From an optimization exercise on the open Yosys and OpenROAD flow, aimed at small area; shortcuts taken in it are not production practice.
In this exercise RTL edits were held to simulation tests only and were not proved equivalent to the original.
No driver is modelled on the clock port, so clocking that relies on it looks cheaper here than on a real chip.
Power is estimated from default activity; no workload was simulated.

==> flow/design.v, too long to show whole: its modules and the start of the top module <==
// module ask_fa: 10 lines
// module ask_maj: 8 lines
// module ask_ha: 9 lines
// module ask_sq_acc: 510 lines
// module ask_sq: 624 lines
// module ask_add_r3: 40 lines
// module ask_add_err: 43 lines
// module ask_add_mag: 48 lines
// module ask_add_acc: 50 lines
// module ask_add_pwr: 42 lines
// module ask_carry17: 40 lines
// module ask_carry15: 36 lines
// module ask_quality_top: 166 lines
module ask_quality_top #(
	parameter int LOG2_BLOCK = 4
) (
	input  logic                     sys_clk,
	input  logic                     rst_n,
	input  logic                     sym_clk_en,
	input  ask_pkg::dv_t             dec_var,
	output ask_pkg::slice_t          slice,
	output logic                     slice_valid,
	output ask_pkg::dv_t             ref_lvl,
	output ask_pkg::dv_t             err_mean,
	output logic [ask_pkg::SQ_W-1:0] err_var,
	output logic [ask_pkg::SQ_W-1:0] sig_pwr,
	output logic                     block_done
);
  // ...
==> flow/flow/run.sh <==
#!/bin/bash
# The standard layout (the standard.sh: standard synthesis, then ORFS to
# finish), with three ORFS knobs set on the make command line:
#   REMOVE_ABC_BUFFERS=1  floorplan removes the buffers ABC put in synthesis
#                         (repair_design then buffers where the loads need it)
#   BUFFER_PORTS_ARGS     buffer_ports gives every input and output port a
#                         buffer, here the library's smallest, buf_1
#   CTS_ARGS              ORFS's clock_tree_synthesis arguments with
#                         -dont_use_dummy_load added
# make's full output goes to flow_make.log in the work folder.
set -euo pipefail
bash standard.sh REMOVE_ABC_BUFFERS=1 \
	"BUFFER_PORTS_ARGS=-buffer_cell sky130_fd_sc_hd__buf_1" \
	"CTS_ARGS=-sink_clustering_enable -repair_clock_nets -buf_list sky130_fd_sc_hd__clkbuf_8 -dont_use_dummy_load" \
	finish > flow_make.log 2>&1
==> flow/standard.sh <==
#!/bin/bash
# synth_recipe.tcl (not shown) runs the flow's synth.tcl, then flattens the netlist and writes it again
# the make line also repeats each setting of config.mk as NAME=value (left out here)
make -C /OpenROAD-flow-scripts/flow DESIGN_CONFIG=/design/flow/config.mk WORK_HOME=/design/flow/orfs CLKGATE_MAP_FILE= SYNTH_SCRIPT=/design/flow/synth_recipe.tcl "${@:-finish}"
==> flow/config.mk <==
export PLATFORM = sky130hd
export DESIGN_NAME = ask_quality_top
export DESIGN_NICKNAME = ask_quality_top
export VERILOG_FILES = /design/flow/design.v
export SDC_FILE = /design/flow/constraint.sdc
export NUM_CORES = 4
export LEC_CHECK = 0
export CAP_MARGIN = 20
export CORE_MARGIN = 2
export CORE_UTILIZATION = 60
export CTS_BUF_LIST = sky130_fd_sc_hd__clkbuf_8
export PLACE_DENSITY = 0.7
export SLEW_MARGIN = 20
export SYNTH_HIERARCHICAL = 1
export SYNTH_MINIMUM_KEEP_SIZE = 0
==> flow/constraint.sdc <==
create_clock -name core_clock -period 14.0 [get_ports {sys_clk}]
set_input_delay 2.8000 -clock core_clock [delete_from_list [all_inputs] [get_ports {sys_clk}]]
set_output_delay 2.8000 -clock core_clock [all_outputs]
set_load 0.01 [all_outputs]
==> impl_metrics.env, run 1 <==
export IMPL_inv_count=61
export IMPL_dp_hpwl_mm=29.5
export IMPL_synth_seq_area_share_pct=22.6
export IMPL_drc=0
export IMPL_seq_power_share_pct=21.3
export IMPL_maxClockFrequency_mhz=76.3
export IMPL_ys_types=52
export IMPL_synth_top_family_by_area="adder cells"
export IMPL_r2r_start="done_q"
export IMPL_status="finished clean"
export IMPL_ys_ff_latch=183
export IMPL_max_slew_margin_pct=41.4
export IMPL_design_seq_count=183
export IMPL_criticalPathCategory="flip-flop to flip-flop"
export IMPL_total_power_w=0.00511
export IMPL_nonClkBufAreaFrac_pct=3.66
export IMPL_netlist_instances=1562
export IMPL_buffers=139
export IMPL_fin_nets=2072
export IMPL_r2r_end="var_q[17]"
export IMPL_dieArea_sq_mm=0.0314
export IMPL_rr_worst_depth=34
export IMPL_cp_start_kind="flip-flop"
export IMPL_detail_route_antenna_nets=0
export IMPL_placed_cell_area_sq_mm=0.0186
export IMPL_critPathBufInv=2
export IMPL_clock_buffers=17
export IMPL_dp_cells=1981
export IMPL_multi_input_gates=1208
export IMPL_clkPwrFrac_pct=5.5
export IMPL_p_int_w=0.00266
export IMPL_cp_num_cells=34
export IMPL_powerComb_w=0.00374
export IMPL_r2r_slack_ns=0.89
==> run 2: changes to the inputs <==
--- a/flow/config.mk
+++ b/flow/config.mk
@@ -7,9 +7,8 @@
 export LEC_CHECK = 0
 export CAP_MARGIN = 20
 export CORE_MARGIN = 2
-export CORE_UTILIZATION = 60
+export CORE_UTILIZATION = 40
 export CTS_BUF_LIST = sky130_fd_sc_hd__clkbuf_8
-export PLACE_DENSITY = 0.7
 export SLEW_MARGIN = 20
 export SYNTH_HIERARCHICAL = 1
 export SYNTH_MINIMUM_KEEP_SIZE = 0
==> run 2 against run 1 <==
Effect of this change: die area grew 49%; synthesized cell count stayed put; register-to-register slack gained 0.14 ns; fmax increased by 1.1%; largest cell class unchanged.
==> impl_metrics.env, run 2 <==
export IMPL_p_switching_w=0.00249
export IMPL_critPathBufInv=1
export IMPL_cp_start_kind="flip-flop"
export IMPL_final_area_sq_mm=0.0191
export IMPL_synth_most_common_cell="fa_1"
export IMPL_fin_crit_ns=12.97
export IMPL_fp_dieH_um=216
export IMPL_fin_nets=2073
export IMPL_via_count=11300
export IMPL_p_per_area_mw_per_mm2=270
export IMPL_worstPathMaxFanout=33
export IMPL_dp_slack_ns=1.07
export IMPL_io_buffers=96
export IMPL_syn_to_final_growth_pct=6.25
export IMPL_dp_hpwl_mm=31.1
export IMPL_ys_types=52
export IMPL_grt_pass1_wl_mm=67.2
export IMPL_p_leak_nw=9.00
export IMPL_ys_ff_latch=183
export IMPL_vdd_drop_max_mv=0.155
export IMPL_criticalPathCategory="flip-flop to flip-flop"
export IMPL_netlist_area_leader_share_pct=43.3
export IMPL_vias_per_cell=5.14
export IMPL_yosys_area_top_type="fa_1"
export IMPL_cts_buffers=17
export IMPL_final_util_pct=43.1
export IMPL_synthFlopType="dfxtp_1"
export IMPL_drive_gt1_share_pct=9.20
export IMPL_final_common_cell="fa_1"
export IMPL_clock_latency_ns=0.56
export IMPL_num_antenna_cells=0
export IMPL_path_clk_slew_ns=0.10
export IMPL_finalWirelength_mm=40.7
export IMPL_async_flop_share_pct=44.3
export IMPL_period_share_pct=92.6
export IMPL_netlist_instances=1562
export IMPL_p_comb_share_pct=73.3
export IMPL_rsz0062_at_grt="false"
export IMPL_tns_ns=0
export IMPL_finalWorstSetupSlack_ns=1.03
export IMPL_finalSetupViolCount=0
export IMPL_hp_class="flip-flop to flip-flop"
export IMPL_critPathArrivalTime_ns=13.41
export IMPL_grt_pass1_vias=12700
export IMPL_drt_initial_drc_count=646
export IMPL_largestRegisters="err_acc: 22 flops, sq_acc: 22 flops, mag_sum: 21 flops"
export IMPL_post_cts_setup_buffers=0
export IMPL_initial_core_util_pct=40.5
export IMPL_slew_viol_final=0
export IMPL_routabilityCongestion=0.825
export IMPL_avgSynthCellArea_sq_um=11.5
export IMPL_dieArea_sq_mm=0.0466
export IMPL_cp_common_cell="fa_1"
export IMPL_fin_skew_ns=0.0480
export IMPL_crit_path_end_kind="flip-flop"
export IMPL_cap_violations=0
export IMPL_drc=0
export IMPL_grt_ovfl_total=0
export IMPL_maxClockFrequency_mhz=77.1
export IMPL_cts_sinks=183
export IMPL_switching_share_pct=48.2
export IMPL_core_area_sq_mm=0.0443
export IMPL_io_pins=99
export IMPL_synth_seq_area_share_pct=22.6
export IMPL_die_w_um=216
export IMPL_grt_max_degree=47
export IMPL_detail_route_antenna_nets=0
export IMPL_critPathTopFamily="adder cells"
export IMPL_mappedNetlistArea_sq_mm=0.0180
export IMPL_slowest_stage="fa_1"
export IMPL_grt_usage_pct=18.6
export IMPL_synth_edf_count=0
export IMPL_dr_pass1_iters=6
export IMPL_status="finished clean"
export IMPL_antenna_found_initial=0
export IMPL_required_ns=14.44
export IMPL_wire_per_inst_um=18.5
export IMPL_timing_hold_ws_ns=0.504
export IMPL_cts_tree="done"
export IMPL_hold_viol=0
export IMPL_hold_buffers=0
export IMPL_tightest_slew_ns=0.900
export IMPL_placed_cell_area_sq_mm=0.0189
export IMPL_netlist_top_cells_count="389 x fa_1, 282 x nor2_1, 146 x nor2b_1, 102 x dfxtp_1, 81 x dfrtp_1"
export IMPL_max_slew_margin_pct=40.0
export IMPL_seq_power_share_pct=21.0
export IMPL_ys_warnings_count=7
export IMPL_p_int_w=0.00267
export IMPL_nFillCells=4268
export IMPL_netlist_top_cells_area="fa_1 43%, dfxtp_1 11%, dfrtp_1 11%"
export IMPL_final_cell_mix="389 x fa_1, 282 x nor2_1, 146 x nor2b_1"
export IMPL_crit_path_max_incr_delay_ns=0.95
export IMPL_ctsResizeCount=0
export IMPL_multi_input_area_sq_mm=0.0131
export IMPL_clkPwrFrac_pct=5.7
export IMPL_rows=77
export IMPL_seq_area_sq_mm=0.00407
run 2: cell types whose count changed in the layout (fill, tap and decap cells not counted):
cell	delta
mux2i_2	+1
mux2i_1	-1
buf_4	+1
run 2: path summary, 6_finish.rpt:
| kind | startpoint | end | slack [ns] | depth (start not counted) |
|---|---|---|---|---|
| hold / removal | sig_q[5] | sig_q[5] | 0.50 | 1 |
| setup / recovery | done_q | var_q[1] | 1.03 | 33 |
| max in group asynchronous | rst_n | done_q | 10.71 | 2 |
| min in group asynchronous | rst_n | sig_q[0] | 2.29 | 1 |
| hold reg to reg | sig_q[5] | sig_q[5] | 0.50 | 1 |
| setup reg to reg | done_q | var_q[1] | 1.03 | 33 |
run 2: final cells by class:
| type | count | area share [%] |
|---|---|---|
| tap | 592 | 3.88 |
| sequential | 183 | 21.3 |
| timing repair buffer | 140 | 3.65 |
| clock buffer | 17 | 1.23 |
| multi-input combinational | 1208 | 68.7 |
| inverter | 61 | 1.20 |
run 2: logic make-up after synthesis:
kind of cell	Yosys count	synth area share [%]
and+or+nand+nor	540	14.6
adders and majority gates	461	48.2
DFF	183	22.6
buffers and inverters	173	4.47
AOI/OAI and AO/OA	94	3.54
muxes	87	5.44
xor gates and xnor gates	21	1.02
other	3	0.0627
run 2: worst register-to-register path: cells and delay by family (launching register included):
kind	cells	cell delay (ns)
buffers and inverters	1	0.27
AO/OA/AOI/OAI	4	0.70
flip-flops	1	0.76
multiplexers	1	0.25
adder cells (fa/ha/maj)	24	10.42
AND/OR/NAND/NOR	3	0.48
run 2: power by group through the flow:
stage | Combinational [W] | Sequential (W) | Clock [W]
finish | 0.00378 | 0.00108 | 0.000293
global route | 0.00436 | 0.00112 | 0.000323
CTS | 0.00385 | 0.00109 | 0.000307
detailed placement | 0.00385 | 0.00110 | 0
global placement | 0.00370 | 0.00109 | 0
floorplan | 0.00275 | 0.00110 | 0
run 2: through the flow:
step	power, W	cells
after global routing	0.00581	2201
final	0.00516	2201
after global placement	0.00479	2184
after CTS	0.00525	2201
after detailed placement	0.00495	2184
after floorplan	0.00385	1452
run 2: routing by layer:
layer  track usage, %  wire length [um]  vias to the layer above
li1                 -                 -                     5021
met1             24.1             18000                     5996
met2             31.8             20300                      244
met3             3.35              1630                       49
met4             5.59               737                        0
met5                0                 0                        -
run 2: per-module statistics from Yosys, one instance, submodules excluded, a selection:
module	flops+latches	cell area, sq um
ask_add_r3	0	7.51
ask_sq	0	1210
ask_ha	0	12.5
ask_maj	0	11.3
ask_carry17	0	248
ask_quality_top	183	6870
ask_fa	0	20.0
ask_add_acc	0	67.6

afterwards: timing with drivers on the ports:
How much do the figures lean on ideal ports? The routed layouts below were timed once more, with nothing changed but the port constraints.
Step 1 (the two cells are an assumption about what drives the block):
set clk [get_ports {sys_clk}]
set_driving_cell -lib_cell sky130_fd_sc_hd__clkbuf_16 $clk
set_driving_cell -lib_cell sky130_fd_sc_hd__buf_2 [delete_from_list [all_inputs] $clk]
Step 2 also shifts input and output timing later by t, the mid clock arrival at the registers, as if the neighbouring blocks saw the same clock.
Three values: ideal ports, drivers, drivers and shift; two values: the first two.
| run | t, ns | slack for setup (ns) | slew at the worst register clock pin (ns) |
|---|---|---|---|
| run 1 | 0.531 | 0.892 / 0.892 / 0.892 | 0.11 / 0.11 |
| run 2 | 0.589 | 1.032 / 1.032 / 1.032 | 0.12 / 0.12 |
After both steps every run listed still meets setup and hold.
